Background: an optimization exercise with open tools, aiming at small area and a short achievable clock period. Do not read the settings as production practice.
No functional check of the RTL was part of any run shown here.

==> flow/design.v (outline; a module is shown in full before it is edited, if it fits) <==
// module nn_mac_engine: 1025 lines
// module nn_fa: 10 lines
// module nn_ha: 9 lines
// module nn_hac: 9 lines
// module nn_fa1: 9 lines
// module nn_gate: 9 lines
// module nn_hcc: 9 lines
// module nn_hct: 9 lines
module nn_mac_engine #(
  parameter int unsigned DW      = 8,
  parameter int unsigned N_LANES = 4,
  parameter int unsigned ACC_W   = 24,
  parameter int unsigned LEN_W   = 8,
  parameter int unsigned SH_W    = 5
) (
  input  logic                    clk,
  input  logic                    rst,
  input  logic                    start,
  input  logic [LEN_W-1:0]        len,
  input  logic [SH_W-1:0]         shift,
  input  logic                    relu_en,
  input  logic [N_LANES*DW-1:0]   in_a,
  input  logic [N_LANES*DW-1:0]   in_b,
  input  logic                    in_valid,
  output logic                    in_ready,
  output logic [DW-1:0]           out_data,
  output logic                    out_valid,
  input  logic                    out_ready,
  output logic                    busy,
  output logic                    done
);
  // ...
==> flow/flow/run.sh <==
#!/bin/bash
# Layout flow: the standard layout (standard.sh, unchanged synthesis), except that the
# buffers ORFS puts on the ports are the smallest plain buffer, buf_1, instead of the default
# delay-style buffer; the resizer may still size them up where timing needs it.
set -euo pipefail
bash standard.sh BUFFER_PORTS_ARGS="-buffer_cell sky130_fd_sc_hd__buf_1" finish > standard.log 2>&1
==> flow/standard.sh <==
#!/bin/bash
# synth_recipe.tcl (not shown) runs the flow's synth.tcl, then flattens the netlist and writes it again
# the make line also repeats each setting of config.mk as NAME=value (left out here)
make -C /OpenROAD-flow-scripts/flow DESIGN_CONFIG=/design/flow/config.mk WORK_HOME=/design/flow/orfs CLKGATE_MAP_FILE= SYNTH_SCRIPT=/design/flow/synth_recipe.tcl "${@:-finish}"
==> flow/config.mk <==
export PLATFORM = sky130hd
export DESIGN_NAME = nn_mac_engine
export DESIGN_NICKNAME = nn_mac_engine
export VERILOG_FILES = /design/flow/design.v
export SDC_FILE = /design/flow/constraint.sdc
export NUM_CORES = 4
export LEC_CHECK = 0
export ABC_CLOCK_PERIOD_IN_PS = 4000
export CAP_MARGIN = 20
export CORE_MARGIN = 2
export CORE_UTILIZATION = 40
export PLACE_DENSITY = 0.6
export SETUP_SLACK_MARGIN = 3.5
export SLEW_MARGIN = 20
export SYNTH_HIERARCHICAL = 1
==> flow/constraint.sdc <==
create_clock -name core_clock -period 7.5 [get_ports {clk}]
set_input_delay 1.5000 -clock core_clock [delete_from_list [all_inputs] [get_ports {clk}]]
set_output_delay 1.5000 -clock core_clock [all_outputs]
set_load 0.01 [all_outputs]
==> results.py, run 1 <==
metrics = {
    "critical_path": {
        "cp_slowest_cell": "fa_1",
        "reg2reg_from": "q44",
    },
    "clock_tree": {
        "holdBufCountCts": 0,
    },
    "sta": {
        "relSlewSlack_pct": 33.5,
        "finalCritPeriodShare_pct": 53.7,
        "rsz0062_at_grt": "yes",
        "setup_tns_ns": 0,
        "worst_slack_ns": 3.47,
    },
    "detailed_routing": {
        "wl_per_cell_um": 21.5,
        "wirelength_mm": 34.0,
        "top_layer": "met4",
        "dr_wl_met3_mm": 1.67,
        "detail-route-antenna-nets": 0,
    },
    "layout": {
        "multi_input_area_um2": 9860,
        "regMostFlops": "acc",
        "antenna_cells": 0,
        "area_growth_pct": 17.8,
        "inverters": 27,
    },
    "placement": {
        "hpwl_mm": 26.3,
    },
    "global_routing": {
        "antenna_found_initial": 0,
        "grtUsageMet2_pct": 39.3,
        "grt_pass1_vias": 9206,
    },
    "status": {
        "status": "complete, no violations",
    },
    "hold_path": {
        "hp-start": "out_valid",
        "min_path_type": "flop to flop",
    },
    "floorplan": {
        "die_area_um2": 31000,
    },
    "logic_synthesis": {
        "synth_top_family_by_area": "adder cells",
        "synth-seq-area-share_pct": 19.9,
        "ys_types": 61,
        "synth_ff_type": "dfxtp_1",
    },
}
==> run 2: changes to the inputs <==
--- a/flow/config.mk
+++ b/flow/config.mk
@@ -5,7 +5,7 @@
 export SDC_FILE = /design/flow/constraint.sdc
 export NUM_CORES = 4
 export LEC_CHECK = 0
-export ABC_CLOCK_PERIOD_IN_PS = 4000
+export ABC_AREA = 1
 export CAP_MARGIN = 20
 export CORE_MARGIN = 2
 export CORE_UTILIZATION = 40
==> run 2 against run 1 <==
Still clean. Die area is 8.2% higher. Global-route usage rose by 0.26 points. Routed wire length up 8.1%. Critical path type unchanged.
==> results.py, run 2 <==
metrics = {
    "layout": {
        "largest_reg_flops": 26,
        "final_common_cell": "nand2_1",
        "antenna_cells": 0,
        "layout_common_cells": "nand2_1 (514), inv_1 (291), fa_1 (183), nor2_1 (139), buf_1 (93)",
        "area_growth_pct": 10.7,
        "drive_gt1_share_pct": 9.38,
        "layout.cells.non_filler": 2118,
        "fin_nets": 2078,
        "regMostFlops": "acc",
        "nFillCells": 3145,
        "largestRegisters": "acc x26, cnt x8, sh x5",
    },
    "global_routing": {
        "antenna_found_initial": 1,
        "grt_pass1_vias": 11000,
        "grt_start_max_net_pins": 36,
        "grt_first_pass_wirelength_mm": 59.2,
        "grt_usage_pct": 23.1,
        "gr-total-overflow": 0,
    },
    "critical_path": {
        "rr_endpoint": "acc[14]",
        "cp_common_cell": "fa_2",
        "rrSetupSlack_ns": 3.64,
        "reg2reg_depth": 15,
        "startpoint_type": "input port",
        "cp-end-kind": "flop",
        "cp_slowest_cell": "fa_1",
        "required_ns": 7.75,
        "crit_arrival_ns": 4.26,
        "reg2reg_from": "q42",
        "slowest_delay_ns": 0.63,
        "crit_type": "input port to flop",
        "cp_cell_sequence": "buf_2, nand2_8, inv_16, nand2_1, inv_4, nand2_1, fa_1, fa_2, fa_2, fa_2",
        "worstPathMaxFanout": 33,
    },
    "placement": {
        "portBuffers": 94,
        "routabilityCongestion": 0.911,
        "dpl.cell_count": 2073,
        "pre_cts_slack_ns": 2.60,
        "hpwl_mm": 31.0,
    },
    "hold_path": {
        "worstHoldPathCells": 2,
        "worst_hold_path.endpoint": "out_valid",
        "hp-start": "out_valid",
        "min_path_type": "flop to flop",
    },
    "sta": {
        "fin_crit_ns": 4.01,
        "setup_tns_ns": 0,
        "final.setup_skew_ns": 0.0126,
        "worst_pin_slew_ns": 0.741,
        "finalCritPeriodShare_pct": 53.5,
        "final_hold_viol_count": 0,
        "relSlewSlack_pct": 50.1,
        "drv_slew": 0,
        "fmax_mhz": 249,
        "finalSetupViolCount": 0,
        "worst_slack_ns": 3.49,
        "rsz0062_at_grt": "yes",
    },
    "detailed_routing": {
        "wl_per_cell_um": 17.4,
        "drt_iter0_markers": 747,
        "detail-route-antenna-nets": 0,
        "vias": 10400,
        "drc_errors": 0,
        "wirelength_mm": 36.8,
        "dr.pass1.iters": 5,
        "via_per_inst": 4.89,
    },
    "logic_synthesis": {
        "synth_area_um2": 12800,
        "syn-mean-instance-area_um2": 7.73,
        "synth_ff_type": "dfxtp_1",
        "synth-seq-cells": 110,
        "synthCells": 1658,
        "synth_commonest_cells": "nand2_1 (522), inv_1 (324), fa_1 (238), nor2_1 (142), dfxtp_1 (93)",
        "ys_types": 35,
        "synth_edf_count": 14,
        "synth_nets": 2025,
        "yosys_warnings": 7,
        "async_flop_share_pct": 2.73,
        "synth_area_leaders": "fa_1 (37%), nand2_1 (15%), dfxtp_1 (15%), inv_1 (9.5%), ha_1 (4.5%)",
        "yosysMostFrequentCell": "nand2_1",
        "yosysTopAreaCellShare_pct": 37.2,
        "synth_top_cell_by_area": "fa_1",
        "synth-seq-area-share_pct": 18.4,
    },
    "flow_run": {
        "max_cap_viol_count": 0,
    },
    "clock_tree": {
        "holdBufCountCts": 0,
        "clock_path_buffers": 2,
        "clockRootBuffer": "clkbuf_16",
        "clk_pin_slew_ns": 0.08,
        "cts.sink_count": 110,
        "cts_buffers": 9,
        "htreeDepth": 3,
        "clock_latency_ns": 0.37,
        "cts_tree": "built",
    },
    "floorplan": {
        "start_util_pct": 40.6,
        "die_h_um": 183,
        "coreArea_um2": 31600,
        "die_area_um2": 33500,
        "ios": 95,
        "rows": 65,
        "die_w_um": 183,
    },
    "status": {
        "status": "complete, no violations",
    },
}
run 2: through the flow:
| step | hold WS [ns] | utilization (%) | cell area [um2] |
|---|---|---|---|
| final | 0.558 | 45.0 | 14200 |
| after global routing | 0.595 | 45.0 | 14200 |
| after CTS | 0.563 | 44.1 | 13900 |
| after detailed placement | 0.545 | 42.6 | 13400 |
| after global placement | 0.546 | 42.6 | 13400 |
| after floorplan | 0.536 | - | 13100 |
run 2: cells by family (layout without fill, tap and decap cells):
| logic type | after synthesis | after routing | share of synthesized area, % |
|---|---|---|---|
| AOI/OAI and AO/OA | 103 | 103 | 4.23 |
| xor gates and xnor gates | 11 | 11 | 0.752 |
| adders and majority gates | 284 | 284 | 41.7 |
| buffers and inverters | 408 | 466 | 12.3 |
| DFF | 110 | 110 | 18.4 |
| and+or+nand+nor | 742 | 742 | 22.7 |
run 2: per-module statistics from Yosys (local to each module, per instance), excerpt:
| module | cells | flops+latches | copies in the design | cell area, um2 |
|---|---|---|---|---|
| nn_mac_engine | 1327 | 110 | 1 | 7530 |
| nn_fa1 | 5 | 0 | 2 | 27.5 |
| nn_fa | 1 | 0 | 237 | 20.0 |
| nn_ha | 1 | 0 | 17 | 12.5 |
run 2: how the worst max path moves through the flow:
stage / start / endpoint / slack [ns] / depth (start not counted)
floorplan: in_valid / q51 / 3.41 / 12
global placement: in_valid / q51 / 2.70 / 10
detailed placement: in_valid / q51 / 2.60 / 10
CTS: in_valid / q51 / 3.48 / 10
global route: in_valid / q45 / 3.42 / 12
finish: in_valid / q55 / 3.49 / 10
run 2: area by class of cell:
type	count	area, um2	area share (%)
sequential	110	2360	16.6
clock buffer	10	229	1.61
tap	402	503	3.54
clock inverter	6	61.3	0.432
multi-input combinational	1140	9120	64.2
inverter	326	1290	9.11
timing repair buffer	124	628	4.43
run 2: timing repair:
item	CTS	global route
pin swaps	6	15
endpoints found under the hold margin	0	0
setup buffers	16	13
setup endpoints to repair	55	39
gates resized for setup	36	55
run 2: per-layer routing:
| metal | share of wire, % | GRT usage, % | up-vias |
|---|---|---|---|
| met2 | 47 | 38.6 | 342 |
| met5 | 0.035 | 0 | - |
| li1 | - | - | 4936 |
| met4 | 2.7 | 6.53 | 2 |
| met3 | 5.0 | 3.00 | 53 |
| met1 | 45 | 31.6 | 5017 |
run 2: critical path: cells and delay by family:
kind,cells,cell delay [ns]
buffers and inverters,3,0.38
adder cells (fa/ha/maj),4,2.05
AND/OR/NAND/NOR,3,0.27
==> run 3: changes to the inputs <==
--- a/flow/config.mk
+++ b/flow/config.mk
@@ -5,11 +5,11 @@
 export SDC_FILE = /design/flow/constraint.sdc
 export NUM_CORES = 4
 export LEC_CHECK = 0
-export ABC_AREA = 1
+export ABC_CLOCK_PERIOD_IN_PS = 3500
 export CAP_MARGIN = 20
 export CORE_MARGIN = 2
 export CORE_UTILIZATION = 40
 export PLACE_DENSITY = 0.6
-export SETUP_SLACK_MARGIN = 3.5
+export SETUP_SLACK_MARGIN = 3.8
 export SLEW_MARGIN = 20
 export SYNTH_HIERARCHICAL = 1
==> run 3 against run 2 <==
Flip-flop and latch count stayed put. Critical endpoint is now q51. Highest routed layer is now met4. Core utilization is 5.6 points higher. Global-route usage down 1.1 points. Hold slack improved by 0.0017 ns. Non-clock buffer count rose by 30. Die area decreased by 7.6%. Via count is 18% lower. First-iteration DRC count fell by 19%. Routed wire length decreased by 11%.
==> results.py, run 3 <==
metrics = {
    "status": {
        "status": "complete, no violations",
    },
    "detailed_routing": {
        "wl_met1_mm": 13.9,
        "via_per_inst": 5.28,
        "detail-route-antenna-nets": 0,
        "wl_met2_mm": 16.3,
        "dr.pass1.iters": 7,
        "wirelength_mm": 32.5,
        "vias": 8437,
        "drt_iter0_markers": 605,
        "top_layer": "met4",
        "dr_wl_met3_mm": 1.71,
        "drc_errors": 0,
        "wl_per_cell_um": 20.4,
    },
    "critical_path": {
        "reg2reg_from": "q42",
        "path_depth": 8,
        "cp_cell_sequence": "buf_12, and2_4, and2_4, and2_4, fa_2, fa_2, fa_2, fa_2",
        "worstPathMaxFanout": 8,
        "slowest_delay_ns": 0.57,
        "startpoint_type": "input port",
        "crit_arrival_ns": 4.22,
        "cp_common_cell": "fa_2",
        "required_ns": 7.74,
        "critPathLaunch": "in_valid",
        "cp_slowest_cell": "fa_2",
        "crit_type": "input port to flop",
        "crit_buf_inv": 1,
        "rrSetupSlack_ns": 3.57,
        "reg2reg_depth": 13,
        "cp_top_family": "adder cells",
        "cp-end-kind": "flop",
    },
    "layout": {
        "largest_reg_flops": 26,
        "layout_common_cells": "fa_2 (162), and2_1 (142), and2_4 (103), dfxtp_1 (91), buf_1 (87)",
        "fin_nets": 1575,
        "area_growth_pct": 23.7,
        "largestRegisters": "acc x26, cnt x8, sh x5",
        "antenna_cells": 0,
        "regMostFlops": "acc",
        "final_common_cell": "fa_2",
        "drive_gt1_share_pct": 36.6,
    },
    "floorplan": {
        "die_w_um": 176,
        "start_util_pct": 40.9,
        "die_area_um2": 31000,
        "rows": 62,
        "ios": 95,
        "coreArea_um2": 28900,
        "die_h_um": 176,
    },
    "logic_synthesis": {
        "ys_types": 61,
        "yosys_warnings": 7,
        "synth_commonest_cells": "fa_1 (238), and2_1 (209), dfxtp_1 (93), nand2_1 (81), a21oi_1 (57)",
        "synth_ff_type": "dfxtp_1",
        "yosysTopAreaCellShare_pct": 40.3,
        "synth_nets": 1438,
        "syn-mean-instance-area_um2": 11.0,
        "yosysMostFrequentCell": "fa_1",
        "synth-seq-area-share_pct": 19.9,
        "async_flop_share_pct": 2.73,
        "synth_top_cell_by_area": "fa_1",
        "synthCells": 1071,
        "synth-seq-cells": 110,
        "synth_area_um2": 11800,
        "synth_area_leaders": "fa_1 (40%), dfxtp_1 (16%), and2_1 (11%), ha_1 (4.9%), edfxtp_1 (3.6%)",
        "synth_edf_count": 14,
    },
    "global_routing": {
        "grt_first_pass_wirelength_mm": 51.1,
        "grt_usage_pct": 22.0,
        "gr-total-overflow": 0,
        "antenna_found_initial": 0,
        "grt_pass1_vias": 9085,
        "grt_start_max_net_pins": 34,
    },
    "clock_tree": {
        "clock_path_buffers": 2,
        "cts.sink_count": 110,
        "clock_latency_ns": 0.36,
        "htreeDepth": 3,
        "holdBufCountCts": 0,
        "clk_pin_slew_ns": 0.08,
        "clockRootBuffer": "clkbuf_16",
        "cts_buffers": 9,
        "cts_tree": "built",
    },
    "sta": {
        "rsz0062_at_grt": "yes",
        "relSlewSlack_pct": 56.7,
        "worst_pin_slew_ns": 0.643,
        "final_hold_viol_count": 0,
        "fin_crit_ns": 3.98,
        "finalCritPeriodShare_pct": 53.1,
        "drv_slew": 0,
        "worst_slack_ns": 3.52,
        "finalSetupViolCount": 0,
        "fmax_mhz": 251,
        "setup_tns_ns": 0,
        "final.setup_skew_ns": 0.0151,
    },
    "hold_path": {
        "min_path_type": "flop to flop",
        "worstHoldPathCells": 2,
        "hp-start": "out_valid",
    },
    "placement": {
        "hpwl_mm": 25.7,
        "routabilityCongestion": 0.891,
        "portBuffers": 94,
        "pre_cts_slack_ns": 2.86,
    },
    "flow_run": {
        "max_cap_viol_count": 0,
    },
}
-- run 3: path summary, 6_finish.rpt --
check / endpoint
max: q51
min: out_valid
max reg2reg: acc[22]
min reg2reg: out_valid
max in group asynchronous: in_ready
min in group asynchronous: out_valid
-- run 3: modules after synthesis, one instance, submodules excluded, a selection --
module,flip-flops and latches,times used,cells inside
nn_fa,0,237,1
nn_ha,0,17,1
nn_fa1,0,2,5
nn_mac_engine,110,1,772
-- run 3: per-layer routing --
layer	track usage [%]	vias to the layer above
li1	-	3815
met1	29.7	4355
met2	37.6	225
met3	3.55	42
met4	4.86	0
met5	0	-
-- run 3: repair_timing --
action | CTS | global route
cloned | 4 | 1
resized for setup | 115 | 68
setup endpoints to repair | 75 | 59
buffers inserted | 46 | 11
pin swaps | 107 | 101
-- run 3: cells by family (layout without fill, tap and decap cells) --
kind of cell,count (synthesis),after routing,share of synthesized area (%)
DFF,110,110,19.9
and+or+nand+nor,421,425,19.9
xor gates and xnor gates,23,23,1.70
AOI/OAI and AO/OA,147,147,7.97
muxes,27,27,3.32
buffers and inverters,59,197,1.99
adders and majority gates,284,284,45.2
-- run 3: cell type report --
type                       count  area, um2
fill                        2615      14300
multi-input combinational    906      10400
sequential                   110       2360
timing repair buffer         154        966
tap                          384        480
clock buffer                  10        250
inverter                      27        101
clock inverter                 6       66.3
-- run 3: stage by stage --
step | hold slack, ns | instances | area [um2] | utilization, %
after floorplan | 0.553 | 1071 | 12500 | -
after global placement | 0.528 | 1518 | 13100 | 45.3
after detailed placement | 0.550 | 1518 | 13100 | 45.3
after CTS | 0.568 | 1584 | 14200 | 49.2
after global routing | 0.597 | 1597 | 14600 | 50.5
final | 0.560 | 1597 | 14600 | 50.5
-- run 3: worst min-delay path, delay by kind of cell, from the launching register on --
kind	cells	cell delay [ns]
AOI/OAI and AO/OA	2	0.15
DFF	1	0.37

separate check: timing with driven ports:
In the flow no input, the clock included, has a driving cell. The finished layouts below were timed again as built, in two steps.
Step 1 assumes that a clkbuf_16 drives the clock port and a buf_2 every other input.
Step 2 also shifts input and output timing later by t, the mid clock arrival at the registers, as if the neighbouring blocks saw the same clock.
Three values: ideal ports, drivers, drivers and shift; two values: the first two.
| run | t (ns) | setup slack, ns | cell pins on the clock port's net |
|---|---|---|---|
| run 1 | 0.404 | 3.473 / 3.471 / 3.066 | 1 |
| run 2 | 0.406 | 3.487 / 3.509 / 3.103 | 1 |
| run 3 | 0.400 | 3.518 / 3.472 / 3.112 | 1 |
After both steps setup and hold are still met in every run listed. The setup slack of run 1, which loses most, moves by -0.002 ns with the drivers and by -0.407 ns with both steps.
